Source: an optimization exercise on an open RTL-to-GDS flow (aim: small area and a short achievable clock period). Production flows keep margins and buffers that such runs may drop.
Function was checked by simulation only, so behaviour that the tests miss may differ from the original.
No activity file was given, so power comes from the tool's default toggle rates.

==> design.v <==
`default_nettype none
package mul_pkg;
    localparam int OPERAND_WIDTH = 16;
    localparam int PRODUCT_WIDTH = 2 * OPERAND_WIDTH;
    localparam int PP_ROWS = OPERAND_WIDTH;
    localparam int PREFIX_STAGES = $clog2(PRODUCT_WIDTH);
    localparam int PIPE_LATENCY = 4;
    typedef logic [PRODUCT_WIDTH-1:0] row_t;
endpackage
`default_nettype wire
`timescale 1ns/100ps
`default_nettype none
module compressor_4_2 (
    input  logic in0,
    input  logic in1,
    input  logic in2,
    input  logic in3,
    input  logic carry_in,
    output logic sum,
    output logic carry,
    output logic carry_out
);
    logic mid_sum;
    assign mid_sum   = in0 ^ in1 ^ in2;
    assign carry_out = (in0 & in1) | (in1 & in2) | (in2 & in0);
    assign sum   = mid_sum ^ in3 ^ carry_in;
    assign carry = (mid_sum & in3) | (in3 & carry_in) | (carry_in & mid_sum);
endmodule
`default_nettype wire
`timescale 1ns/100ps
`default_nettype none
module compressor_row (
    input  logic [3:0][mul_pkg::PRODUCT_WIDTH-1:0] rows_in,
    output mul_pkg::row_t sum_row,
    output mul_pkg::row_t carry_row
);
    logic [mul_pkg::PRODUCT_WIDTH:0]   lateral;
    logic [mul_pkg::PRODUCT_WIDTH-1:0] column_carry;
    assign lateral[0] = 1'b0;
    genvar col;
    generate
        for (col = 0; col < mul_pkg::PRODUCT_WIDTH; col++) begin : g_column
            compressor_4_2 u_cell (
                .in0       (rows_in[0][col]),
                .in1       (rows_in[1][col]),
                .in2       (rows_in[2][col]),
                .in3       (rows_in[3][col]),
                .carry_in  (lateral[col]),
                .sum       (sum_row[col]),
                .carry     (column_carry[col]),
                .carry_out (lateral[col+1])
            );
        end
    endgenerate
    assign carry_row = {column_carry[mul_pkg::PRODUCT_WIDTH-2:0], 1'b0};
endmodule
`default_nettype wire
`timescale 1ns/100ps
`default_nettype none
module reduction_level #(
    parameter int in_rows = 16
) (
    input  logic          clock,
    input  logic          reset,
    input  logic [in_rows-1:0][mul_pkg::PRODUCT_WIDTH-1:0]   rows_in,
    output logic [in_rows/2-1:0][mul_pkg::PRODUCT_WIDTH-1:0] rows_out
);
    localparam int GROUPS   = in_rows / 4;
    localparam int OUT_ROWS = in_rows / 2;
    logic [OUT_ROWS-1:0][mul_pkg::PRODUCT_WIDTH-1:0] next_rows;
    genvar grp;
    generate
        for (grp = 0; grp < GROUPS; grp++) begin : g_group
            compressor_row u_row (
                .rows_in   (rows_in[4*grp +: 4]),
                .sum_row   (next_rows[2*grp]),
                .carry_row (next_rows[2*grp + 1])
            );
        end
    endgenerate
    always_ff @(posedge clock) begin
        if (reset) begin
            rows_out <= '0;
        end else begin
            rows_out <= next_rows;
        end
    end
endmodule
`default_nettype wire
`timescale 1ns/100ps
`default_nettype none
module partial_products (
    input  logic                              clock,
    input  logic                              reset,
    input  logic [mul_pkg::OPERAND_WIDTH-1:0] a,
    input  logic [mul_pkg::OPERAND_WIDTH-1:0] b,
    output logic [mul_pkg::PP_ROWS-1:0][mul_pkg::PRODUCT_WIDTH-1:0] rows
);
    logic [mul_pkg::PP_ROWS-1:0][mul_pkg::PRODUCT_WIDTH-1:0] next_rows;
    genvar r;
    generate
        for (r = 0; r < mul_pkg::PP_ROWS; r++) begin : g_row
            logic [mul_pkg::OPERAND_WIDTH-1:0] masked;
            assign masked = b & {mul_pkg::OPERAND_WIDTH{a[r]}};
            assign next_rows[r] = mul_pkg::row_t'(masked) << r;
        end
    endgenerate
    always_ff @(posedge clock) begin
        if (reset) begin
            rows <= '0;
        end else begin
            rows <= next_rows;
        end
    end
endmodule
`default_nettype wire
`timescale 1ns/100ps
`default_nettype none
module kogge_stone_adder (
    input  mul_pkg::row_t addend_a,
    input  mul_pkg::row_t addend_b,
    output mul_pkg::row_t sum
);
    logic [mul_pkg::PREFIX_STAGES:0][mul_pkg::PRODUCT_WIDTH-1:0]   gen;
    logic [mul_pkg::PREFIX_STAGES-1:0][mul_pkg::PRODUCT_WIDTH-1:0] prop;
    logic [mul_pkg::PRODUCT_WIDTH-1:0]                    carry;
    assign gen[0]  = addend_a & addend_b;
    assign prop[0] = addend_a ^ addend_b;
    genvar level;
    genvar bit_idx;
    generate
        for (level = 1; level <= mul_pkg::PREFIX_STAGES; level++) begin : g_level
            localparam int DIST = 1 << (level - 1);
            for (bit_idx = 0; bit_idx < mul_pkg::PRODUCT_WIDTH; bit_idx++) begin : g_bit
                if (bit_idx >= DIST) begin : g_merge
                    assign gen[level][bit_idx] = gen[level-1][bit_idx]
                        | (prop[level-1][bit_idx] & gen[level-1][bit_idx-DIST]);
                    if (level < mul_pkg::PREFIX_STAGES) begin : g_prop
                        assign prop[level][bit_idx] = prop[level-1][bit_idx]
                            & prop[level-1][bit_idx-DIST];
                    end
                end else begin : g_pass
                    assign gen[level][bit_idx] = gen[level-1][bit_idx];
                    if (level < mul_pkg::PREFIX_STAGES) begin : g_prop
                        assign prop[level][bit_idx] = prop[level-1][bit_idx];
                    end
                end
            end
        end
    endgenerate
    assign carry = {gen[mul_pkg::PREFIX_STAGES][mul_pkg::PRODUCT_WIDTH-2:0], 1'b0};
    assign sum = prop[0] ^ carry;
endmodule
`default_nettype wire
`timescale 1ns/100ps
`default_nettype none
module wallace_multiplier (
    input  logic                              clock,
    input  logic                              reset,
    input  logic [mul_pkg::OPERAND_WIDTH-1:0] a,
    input  logic [mul_pkg::OPERAND_WIDTH-1:0] b,
    output logic [mul_pkg::PRODUCT_WIDTH-1:0] product
);
    logic [mul_pkg::PP_ROWS-1:0][mul_pkg::PRODUCT_WIDTH-1:0]   pp_rows;
    logic [mul_pkg::PP_ROWS/2-1:0][mul_pkg::PRODUCT_WIDTH-1:0] level1_rows;
    logic [mul_pkg::PP_ROWS/4-1:0][mul_pkg::PRODUCT_WIDTH-1:0] level2_rows;
    logic [mul_pkg::PP_ROWS/8-1:0][mul_pkg::PRODUCT_WIDTH-1:0] level3_rows;
    partial_products u_partial_products (
        .clock (clock),
        .reset (reset),
        .a     (a),
        .b     (b),
        .rows  (pp_rows)
    );
    reduction_level #(.in_rows(mul_pkg::PP_ROWS)) u_level1 (
        .clock    (clock),
        .reset    (reset),
        .rows_in  (pp_rows),
        .rows_out (level1_rows)
    );
    reduction_level #(.in_rows(mul_pkg::PP_ROWS/2)) u_level2 (
        .clock    (clock),
        .reset    (reset),
        .rows_in  (level1_rows),
        .rows_out (level2_rows)
    );
    reduction_level #(.in_rows(mul_pkg::PP_ROWS/4)) u_level3 (
        .clock    (clock),
        .reset    (reset),
        .rows_in  (level2_rows),
        .rows_out (level3_rows)
    );
    kogge_stone_adder u_final_adder (
        .addend_a (level3_rows[0]),
        .addend_b (level3_rows[1]),
        .sum      (product)
    );
endmodule
`default_nettype wire
==> run.sh <==
#!/bin/bash
# synth_recipe.tcl (not shown) runs the flow's synth.tcl, then flattens the netlist and writes it again
# the make line also repeats each setting of config.mk as NAME=value (left out here)
make -C /OpenROAD-flow-scripts/flow DESIGN_CONFIG=/design/flow/config.mk WORK_HOME=/design/flow/orfs CLKGATE_MAP_FILE= SYNTH_SCRIPT=/design/flow/synth_recipe.tcl finish
==> config.mk <==
export PLATFORM = sky130hd
export DESIGN_NAME = wallace_multiplier
export DESIGN_NICKNAME = wallace_multiplier
export VERILOG_FILES = /design/flow/design.v
export SDC_FILE = /design/flow/constraint.sdc
export NUM_CORES = 4
export LEC_CHECK = 0
export CAP_MARGIN = 20
export CORE_MARGIN = 2
export CORE_UTILIZATION = 40
export SETUP_SLACK_MARGIN = 0.2
export SLEW_MARGIN = 20
==> constraint.sdc <==
create_clock -name core_clock -period 4.5 [get_ports {clock}]
set_input_delay 0.9000 -clock core_clock [delete_from_list [all_inputs] [get_ports {clock}]]
set_output_delay 0.9000 -clock core_clock [all_outputs]
set_load 0.01 [all_outputs]
==> results.txt <==
layout make-up:
class,instances,area [µm²]
fillers,4429,26750
flip-flops and latches,537,10750
multi-input cells,958,9210
clock buffers,80,1577
well taps,672,840.8
repair buffers,80,779.5
clock inverters,14,180.2
inverters,23,86.33
per-layer routing:
| metal | up-vias | part of all wire (%) |
|---|---|---|
| met5 | - | 0 |
| met4 | 0 | 2.1 |
| met3 | 52 | 3.9 |
| met2 | 179 | 45 |
| met1 | 4954 | 49 |
| li1 | 5040 | - |
where the power goes:
| group | switching (mW) | internal [mW] | total [mW] |
|---|---|---|---|
| sequential | 0.118 | 5.01 | 5.13 |
| clock | 1.74 | 2.58 | 4.32 |
| combinational | 0.464 | 0.450 | 0.914 |
| total | 2.32 | 8.05 | 10.4 |
kinds of logic after synthesis:
kind of cell / count (synthesis) / synth area share, %
flip-flops: 537 / 52.88
adder cells (fa/ha/maj): 267 / 23.82
buffers and inverters: 102 / 2.031
AO/OA/AOI/OAI: 64 / 2.191
AND/OR/NAND/NOR: 604 / 18.09
XOR/XNOR: 23 / 0.9909
flip-flops by register name, summed over array words and instances, names as in the netlist:
signal                   flops
u_partial_products.rows    256
u_level3.rows_out           57
u_level1.rows_out          140
u_level2.rows_out           84
critical path, stage by stage (launching register included):
cell	delay, ns
dfxtp_1	0.30
ha_1	0.22
fa_1	0.47
a21o_1	0.22
a221oi_4	0.34
o21ai_2	0.14
a21boi_2	0.18
o31ai_2	0.11
xor2_1	0.14
clkdlybuf4s50_1	0.55
timing repair:
action | 4_1_cts | 5_1_grt
setup endpoints to repair | 4 | 2
pin swaps | 4 | 1
buffers inserted | 3 | 1
gates resized for setup | 4 | 5
synth_stat cells (all sizes together), types with 3 or more instances:
| cell type | instances | area [µm²] |
|---|---|---|
| nand2 | 13 | 48.80 |
| xor2 | 9 | 78.83 |
| inv | 23 | 86.33 |
| o21ai | 14 | 73.82 |
| nor2 | 25 | 93.84 |
| and2 | 257 | 1608 |
| ha | 67 | 838.3 |
| a31oi | 3 | 18.77 |
| o21a | 4 | 31.28 |
| a21oi | 21 | 108.9 |
| nand4 | 6 | 37.54 |
| nand2b | 3 | 18.77 |
| a21o | 10 | 75.07 |
| nor3 | 6 | 30.03 |
| clkbuf | 69 | 259.0 |
| dfxtp | 537 | 10750 |
| xnor2 | 14 | 122.6 |
| fa | 200 | 4004 |
| a221oi | 4 | 58.81 |
| nor2b | 283 | 1770 |
| buf | 10 | 67.56 |
| nand3 | 5 | 25.02 |
how the worst min path moves through the flow:
stage / startpoint / end / slack [ns]
2_1_floorplan: u_partial_products.rows[0] / u_level1.rows_out[0] / 0.41
3_3_place_gp: u_partial_products.rows[378] / u_level1.rows_out[154] / 0.42
3_5_place_dp: u_level1.rows_out[1] / u_level2.rows_out[1] / 0.42
4_1_cts: u_level1.rows_out[1] / u_level2.rows_out[1] / 0.44
5_1_grt: u_level2.rows_out[127] / u_level3.rows_out[31] / 0.45
6_report: u_level2.rows_out[0] / u_level3.rows_out[0] / 0.44
stage by stage:
stage / hold WS (ns) / power (mW) / setup WS, ns / cell area [µm²]
floorplan: 0.4138 / 5.815 / 1.361 / 20330
detailed placement: 0.4231 / 6.178 / 0.6461 / 21610
finish: 0.4364 / 10.37 / 0.3562 / 23420
CTS: 0.4376 / 10.51 / 0.2334 / 23390
global placement: 0.4228 / 6.155 / 0.6437 / 21600
global route: 0.4513 / 10.87 / 0.2027 / 23420
cells in the final DEF (no fill, tap or decap), drive strengths merged, types with 3 or more instances in the layout:
cell type and n:
a221oi 4, a21oi 21, dfxtp 537, fa 200
xor2 9, clkinv 8, buf 16, o21a 4
xnor2 14, ha 67, nand4 6, nor3 6
nand2b 3, and2 257, o21ai 14, nand2 13
a31oi 3, a21o 10, inv 25, nor2b 283
clkdlybuf4s50 60, clkbuf 80, nand3 5, bufinv 3
nor2 25, dlygate4sd2 3
==> results.txt <==
RR Startpoint u_level1.rows_out[82]; Peak VDD IR approximately 0.28 mV; Seq/Total Area, Yosys a little over half; largest net degree at the start of global routing about 170; Cells after Synth approximately 1.6k; clock-pin slew on the worst setup and hold paths ~0.06 ns; Post-synth EDFFs 0; # port buffers 65; Global Route met3 Usage between 2 and 2.5%; Tcrit/Tclk final just over 90%; Max FO, Critical Path 4; fin cells 2364; Post-synth top flop dfxtp_1; Root Driver clkbuf_16; #FFs+latches synth about 540; RSZ-0062 raised after global routing false; core box area between 50000 and 60000 µm²; initial core utilization 40.52%; Layout Nets a little under 2k; leakage power a little over 10 nW; Routed Wire Length around 36 mm; CTS max path bufs 3; crit path to product[23]; Die ar. between 50000 and 60000 µm²; Synth Cell Area 20330 µm²; clk_skew roughly 0.018 ns; Die X 229.5 µm; Post-DRT Antenna Nets 0; worst hold stages 1; worst min-delay path class flop to flop; Max Slew Vio Count 0; router iterations before antenna repair 4; Mapped Nets ~1.9k; GR Layer Usage met2 between 20% and 30%; Setup TNS 0 ns; area delta synth->final 15.21%; Ports 66; final worst path period need a little over 4 ns; Worst Path Arrival about 3.2 ns; site row count 82; drt drc 0; n_diodes 0; R2R Setup Slk 2.72 ns; Max Cap Viol 0; drt wl/cell between 15 and 20 µm; initial antenna violation count 3; vias in the first global route between 10k and 15k; WP data required around 3.6 ns; fmax 241.3 MHz; Synth Warn # 4; layout cells sized above 1 6.915%; placed cell count about 2.3k; Final Setup Violations 0; RePlAce Congestion a little under 0.9; mean post-synth cell area roughly 13 µm²; CTS H-tree depth 2; Vias/cell between 4 and 5; clk sink count 537; Async SR Flop Fraction 0%; Die Height 229.5 µm; Clock Latency Late Sink ~0.58 ns; Synth cell types approximately 40; met1 usage approximately 20%; WS Path Type flop to primary output; final core occ between 40% and 50%; 1st-iter DRT viols 351; Tot GR Track Use between 10% and 20%; critical path endpoint category primary output; hold buffer count at CTS 0; depth of the most critical reg-to-reg path 3; Max transition margin between 30% and 40%; first-pass GRT wire length 59.20 mm; status no timing/DRC/antenna violations; DP HPWL about 26 mm; FF-to-FF End u_level2.rows_out[18]; Num CTS Buffers 52; Worst-Margin Slew ~1.0 ns; Remaining Overflow, GRT 0; GRT busiest layer met2; worst setup path start u_level3.rows_out[39]; Vias 10.23k; Pwr Density about 440 nW/µm²; CTS tree done; Worst Setup Start Kind flop; Hold Vio Cnt, Final 0

-- port drivers added, routing unchanged --
The flow's constraints put no driver on any port. The routed layout listed below was extracted and timed again, unchanged, in two steps. Step 1 assumes that a clkbuf_16 drives the clock port and a buf_2 every other input. Step 2 times the ports against the registers' clock, not the clock port: input delays grow and output delays shrink by t, the midpoint of the rising clock arrivals with the driver on. Three values: no drivers, after step 1, after step 2; two values: the first two.
shift t [ns]: 0.625
slack for setup (ns): 0.356 / 0.306 / 0.930
hold slack, ns: 0.436 / 0.436 / 0.436
worst data-port slew with drivers (ns): 0.05
pins driven straight from the clock port: 1
After both steps setup and hold are still met in this run. For this run, drivers alone change the setup slack by -0.050 ns; drivers and shift together by +0.574 ns.
